What follows belongs to an exercise in optimizing a design on an open flow for small area; a production flow would make more cautious choices. At most, simulation tests tie the RTL to the original design; equivalence was not proved. Power and IR drop assume default switching activity. The flow treats the clock pin as an ideal source, which a real chip does not have.

job 7728:
## noc_cmd_parser
module noc_cmd_parser #(
    parameter int         DEPTH     = 256,
    parameter int         FRAMES    = 8,
    parameter logic [7:0] PERM_BASE = noc_sw_pkg::DEF_PERM_BASE,
    parameter int         NUM_PORTS = 4
) (
    input  logic        clk,
    input  logic        reset_n,
    input  logic        noc_to_dev_ctl,
    input  logic [7:0]  noc_to_dev_data,
    output logic        out_valid,
    input  logic        out_ready,
    output logic [8:0]  out_word,
    output logic [1:0]  out_port,
    output logic        out_sop,
    output logic        out_eop,
    output logic        drop_pulse
);
export LEC_CHECK = 0
export CAP_MARGIN = 10
export CORE_MARGIN = 2
export CORE_UTILIZATION = 60
export CTS_CLUSTER_DIAMETER = 100
export CTS_CLUSTER_SIZE = 25
export PLACE_DENSITY = 0.8
export SLEW_MARGIN = 10
export SYNTH_HIERARCHICAL = 1
create_clock -name core_clock -period 9.0 [get_ports {clk}]
standard.sh (not shown) runs the stock make flow with config.mk's settings and CLKGATE_MAP_FILE= SYNTH_SCRIPT=/design/flow/synth_recipe.tcl, a recipe that flattens the netlist after the stock synthesis.
==> flow/flow/run.sh <==
#!/bin/bash
# The standard layout (the standard.sh: ORFS synthesis through finish),
# with one change: clock tree synthesis runs without dummy loads, using the
# same sink clustering as config.mk's CTS_CLUSTER_SIZE / CTS_CLUSTER_DIAMETER.
# make's full output goes to flow_make.log here; each ORFS step keeps its own
# log under orfs/logs/.
set -euo pipefail
export CTS_ARGS="-sink_clustering_enable -repair_clock_nets -dont_use_dummy_load -sink_clustering_size 25 -sink_clustering_max_diameter 100"
bash standard.sh finish > flow_make.log 2>&1
#### Input delta (job 903 over job 7728)
- swapping 60 for 70 in CORE_UTILIZATION
- swapping 10 for 20 in SLEW_MARGIN
- swapping 10 for 20 in CAP_MARGIN
Notes after the runs:
For the global-route usage, job 903 came in 5.3 points higher than job 7728 did. Number of standard-cell rows in the floorplan came out lower on job 903 than on job 7728. Part of the power in combinational logic sits lower in job 903 than in job 7728. On worst hold slack, job 7728 and job 903 are neck and neck. Job 903 went all the way through synthesis, placement and routing and the layout is clean on timing, DRC and antenna. As far as post-synth design cell area goes, job 903 and job 7728 are indistinguishable; the numbers are identical.
Edits applied to the flow inputs when going from job 903 to job 8242:
- a change of CORE_UTILIZATION from 70 to 60
- a change of CAP_MARGIN from 20 to 10
- a change of SLEW_MARGIN from 20 to 10
- a change of CTS_CLUSTER_SIZE from 25 to 30
==> flow/flow/run.sh <==
#!/bin/bash
# The standard layout (the standard.sh: ORFS synthesis through finish),
# with one change: clock tree synthesis runs without dummy loads, using the
# same sink clustering as config.mk's CTS_CLUSTER_SIZE / CTS_CLUSTER_DIAMETER, and
# clkbuf_4 for the root and trunk buffers (the leaf buffers stay clkbuf_16).
# make's full output goes to flow_make.log here; each ORFS step keeps its own
# log under orfs/logs/.
set -euo pipefail
export CTS_ARGS="-sink_clustering_enable -repair_clock_nets -dont_use_dummy_load -sink_clustering_size 30 -sink_clustering_max_diameter 100 -root_buf sky130_fd_sc_hd__clkbuf_4 -tree_buf sky130_fd_sc_hd__clkbuf_4"
bash standard.sh finish > flow_make.log 2>&1
==> summary.txt <==
Row critical path depth: job 8242 lower / job 903 higher
Max final worst setup slack across job 8242 and job 903: job 8242
Job 8242 vs. job 903: minimum period implied by the final worst setup slack went down by 0.19 ns.
Compared with job 903, job 8242 shows a higher critical-path maximum fanout.
Job 8242 vs. job 903: design area fell 270 um2, period utilization fell 2.1 points, final wirelength rose 0.73%.
Sequential power delta (job 903 -> job 8242): insignificant
Compared with job 903, job 8242 improves total power.
As far as area of the mapped netlist goes, job 8242 and job 903 are indistinguishable; the numbers are identical.
Between job 903 and job 8242, met2 track demand over resource decreased.
## Diff of input files: job 827 against job 8242
- swapping 10 for 20 in SLEW_MARGIN
- swapping 30 for 25 in CTS_CLUSTER_SIZE
- swapping 10 for 20 in CAP_MARGIN
==> flow/flow/run.sh <==
#!/bin/bash
# The standard layout (the standard.sh: ORFS synthesis through finish),
# with one change: clock tree synthesis runs without dummy loads, using the
# same sink clustering as config.mk's CTS_CLUSTER_SIZE / CTS_CLUSTER_DIAMETER.
# make's full output goes to flow_make.log here; each ORFS step keeps its own
# log under orfs/logs/.
set -euo pipefail
export CTS_ARGS="-sink_clustering_enable -repair_clock_nets -dont_use_dummy_load -sink_clustering_size 25 -sink_clustering_max_diameter 100"
bash standard.sh finish > flow_make.log 2>&1
The final critical delay including setup and external delays reported for job 827 is smaller than that of job 8242 by 0.015 ns. Compared with job 8242, in job 827 part of the power in combinational logic dropped 0.4 points, mean number of vias per cell climbed 0.053. Post-synthesis sequential area ratio: job 8242 vs job 827 identical. Changes observed in job 827 relative to job 8242: ratio of final minimum period to clock period went down by 0.17 points, pre-CTS worst setup slack went down by 0.031 ns, post-synthesis to final-layout area growth went up by 0.75 points. Design area in job 827 is about 0.7% higher than in job 8242.
Changes in job 3202 relative to job 827:
- CTS_CLUSTER_SIZE: 25 -> 30
==> flow/flow/run.sh <==
#!/bin/bash
# The standard layout (the standard.sh: ORFS synthesis through finish),
# with one change: clock tree synthesis runs without dummy loads, using the
# same sink clustering as config.mk's CTS_CLUSTER_SIZE / CTS_CLUSTER_DIAMETER, and
# clkbuf_4 for the root and trunk buffers (the leaf buffers stay clkbuf_16).
# make's full output goes to flow_make.log here; each ORFS step keeps its own
# log under orfs/logs/.
set -euo pipefail
export CTS_ARGS="-sink_clustering_enable -repair_clock_nets -dont_use_dummy_load -sink_clustering_size 30 -sink_clustering_max_diameter 100 -root_buf sky130_fd_sc_hd__clkbuf_4 -tree_buf sky130_fd_sc_hd__clkbuf_4"
bash standard.sh finish > flow_make.log 2>&1
==> summary.txt <==
Per the comparison of job 3202 with job 827, top achievable clock speed went down 0.72 MHz, number of instances resized during post-cts repair held, clock network contribution to total cell area went down 0.61 points, total wire length went down 990 um, non-clock buffer count went up 1.
Fraction of layout instances using a drive strength above 1 (higher): job 827
Looking at total chip power across job 827 and job 3202, the one that comes out higher is job 827.
Job 3202 ends up with a number of diodes that is 10 higher than in job 827.
The following lists how job 5011 was set up differently from job 3202:
- swapping 30 for 25 in CTS_CLUSTER_SIZE
- clearing PLACE_DENSITY, which used to be 0.8
==> flow/flow/run.sh <==
#!/bin/bash
# The standard layout (the standard.sh: ORFS synthesis through finish),
# with one change: clock tree synthesis runs without dummy loads, using the
# same sink clustering as config.mk's CTS_CLUSTER_SIZE / CTS_CLUSTER_DIAMETER.
# make's full output goes to flow_make.log here; each ORFS step keeps its own
# log under orfs/logs/.
set -euo pipefail
export CTS_ARGS="-sink_clustering_enable -repair_clock_nets -dont_use_dummy_load -sink_clustering_size 25 -sink_clustering_max_diameter 100"
bash standard.sh finish > flow_make.log 2>&1
Job 5011 vs job 3202, instance count: job 5011 higher
Worst path required time on job 5011 is down relative to job 3202.
Job 5011 vs. job 3202: switching power of the nets went up by 5.2%.
Hold slack | job 5011 below job 3202
Compared job 5011 vs job 3202, and sequential share of layout area is down in job 5011.
Changes observed in job 5011 relative to job 3202: global placement routability congestion decreased by 0.039 relative to the old numbers, area added between synthesis and finish now larger, design area went up by 0.74%, number of detailed-route iterations in the first pass saw a decrease.
Total chip power (lower): job 3202

---

Setup of the previous run:
noc_cmd_parser, a different RTL version from the one above (not shown whole).
Size: roughly 27 I/O pins, roughly 77000 um2 of cells after synthesis.
## noc_cmd_parser
module noc_cmd_parser #(
    parameter int         DEPTH     = 256,
    parameter int         FRAMES    = 8,
    parameter logic [7:0] PERM_BASE = noc_sw_pkg::DEF_PERM_BASE,
    parameter int         NUM_PORTS = 4
) (
    input  logic        clk,
    input  logic        reset_n,
    input  logic        noc_to_dev_ctl,
    input  logic [7:0]  noc_to_dev_data,
    output logic        out_valid,
    input  logic        out_ready,
    output logic [8:0]  out_word,
    output logic [1:0]  out_port,
    output logic        out_sop,
    output logic        out_eop,
    output logic        drop_pulse
);
Settings: LEC_CHECK=0, CAP_MARGIN=20, CORE_MARGIN=2, CORE_UTILIZATION=60, CTS_CLUSTER_DIAMETER=100, CTS_CLUSTER_SIZE=25, SLEW_MARGIN=20, SYNTH_HIERARCHICAL=1; clock period 9.0 ns.
run.sh (not shown) runs the stock make flow with config.mk's settings and CLKGATE_MAP_FILE= SYNTH_SCRIPT=/design/flow/synth_recipe.tcl, a recipe that flattens the netlist after the stock synthesis.
Stock flow here: none of the scripts above is used.
The previous run: full flow OK, the timing, design-rule and antenna checks passed
diff inputs: the previous run => the current run
==> flow/flow/run.sh (new file) <==
#!/bin/bash
# The standard layout (the standard.sh: ORFS synthesis through finish),
# with one change: clock tree synthesis runs without dummy loads, using the
# same sink clustering as config.mk's CTS_CLUSTER_SIZE / CTS_CLUSTER_DIAMETER.
# make's full output goes to flow_make.log here; each ORFS step keeps its own
# log under orfs/logs/.
set -euo pipefail
export CTS_ARGS="-sink_clustering_enable -repair_clock_nets -dont_use_dummy_load -sink_clustering_size 25 -sink_clustering_max_diameter 100"
bash standard.sh finish > flow_make.log 2>&1
==> flow/standard.sh (new file) <==
#!/bin/bash
# synth_recipe.tcl (not shown) runs the flow's synth.tcl, then flattens the netlist and writes it again
# the make line also repeats each setting of config.mk as NAME=value (left out here)
make -C /OpenROAD-flow-scripts/flow DESIGN_CONFIG=/design/flow/config.mk WORK_HOME=/design/flow/orfs CLKGATE_MAP_FILE= SYNTH_SCRIPT=/design/flow/synth_recipe.tcl "${@:-finish}"
removed: flow/run.sh
Results
- Going from the previous run to the current run, maximum operating frequency decreased by about 0.33% relative to the old numbers; critical-path maximum fanout did not really move; detail-routed via count per cell increased by about 0.56% relative to the old numbers.
- Worst endpoint required time in the current run is 20 ps below the previous run.
- Changes observed in the current run relative to the previous run: final area comparable; number of buffers and inverters on the critical path has remained practically unchanged; global-route usage did not really move; part of the total power dissipated in combinational logic +0.2 points.
- The clock latency at the later pin of the worst-skew pair on the current run is in line with that on the previous run.
- The previous run | status: complete | timing, DRC, antenna: pass
- The current run has completed all stages; timing, DRC and antenna checks passed.
- On setup slack, the previous run beats the current run.
- Status: wire length parity (the current run, the previous run)
No run of this note included a check of the RTL's function; only the layout flow was run.

==> port drivers added, routing unchanged <==
Ports are ideal in the flow. The routed layouts listed here were re-timed in OpenROAD. Step 1 assumes that a clkbuf_16 drives the clock port and a buf_2 every other input. Step 2 moves the port delays by t, midway between the first and last clock arrival at a register: inputs arrive t later, outputs are due t later. That takes back most of the time a late clock gives input paths. Three values: ideal ports, drivers, drivers and shift; two values: the first two.
run	t, ns	setup slack, ns	hold WS [ns]	pins driven straight from the clock port
job 7728	0.775	2.688 / 2.688 / 2.688	0.490 / 0.490 / 0.490	1
job 903	0.775	2.382 / 2.382 / 2.382	0.488 / 0.488 / 0.488	1
job 8242	1.232	2.569 / 2.569 / 2.569	0.494 / 0.494 / 0.494	1
job 827	0.776	2.584 / 2.584 / 2.584	0.488 / 0.488 / 0.488	1
job 3202	1.228	2.554 / 2.554 / 2.554	0.491 / 0.491 / 0.491	1
job 5011	0.799	2.306 / 2.306 / 2.306	0.486 / 0.486 / 0.486	1
the previous run	0.815	2.106 / 2.106 / 2.106	0.497 / 0.497 / 0.497	1
the current run	0.792	2.083 / 2.083 / 2.083	0.495 / 0.495 / 0.495	1
After both steps every run listed still meets setup and hold.
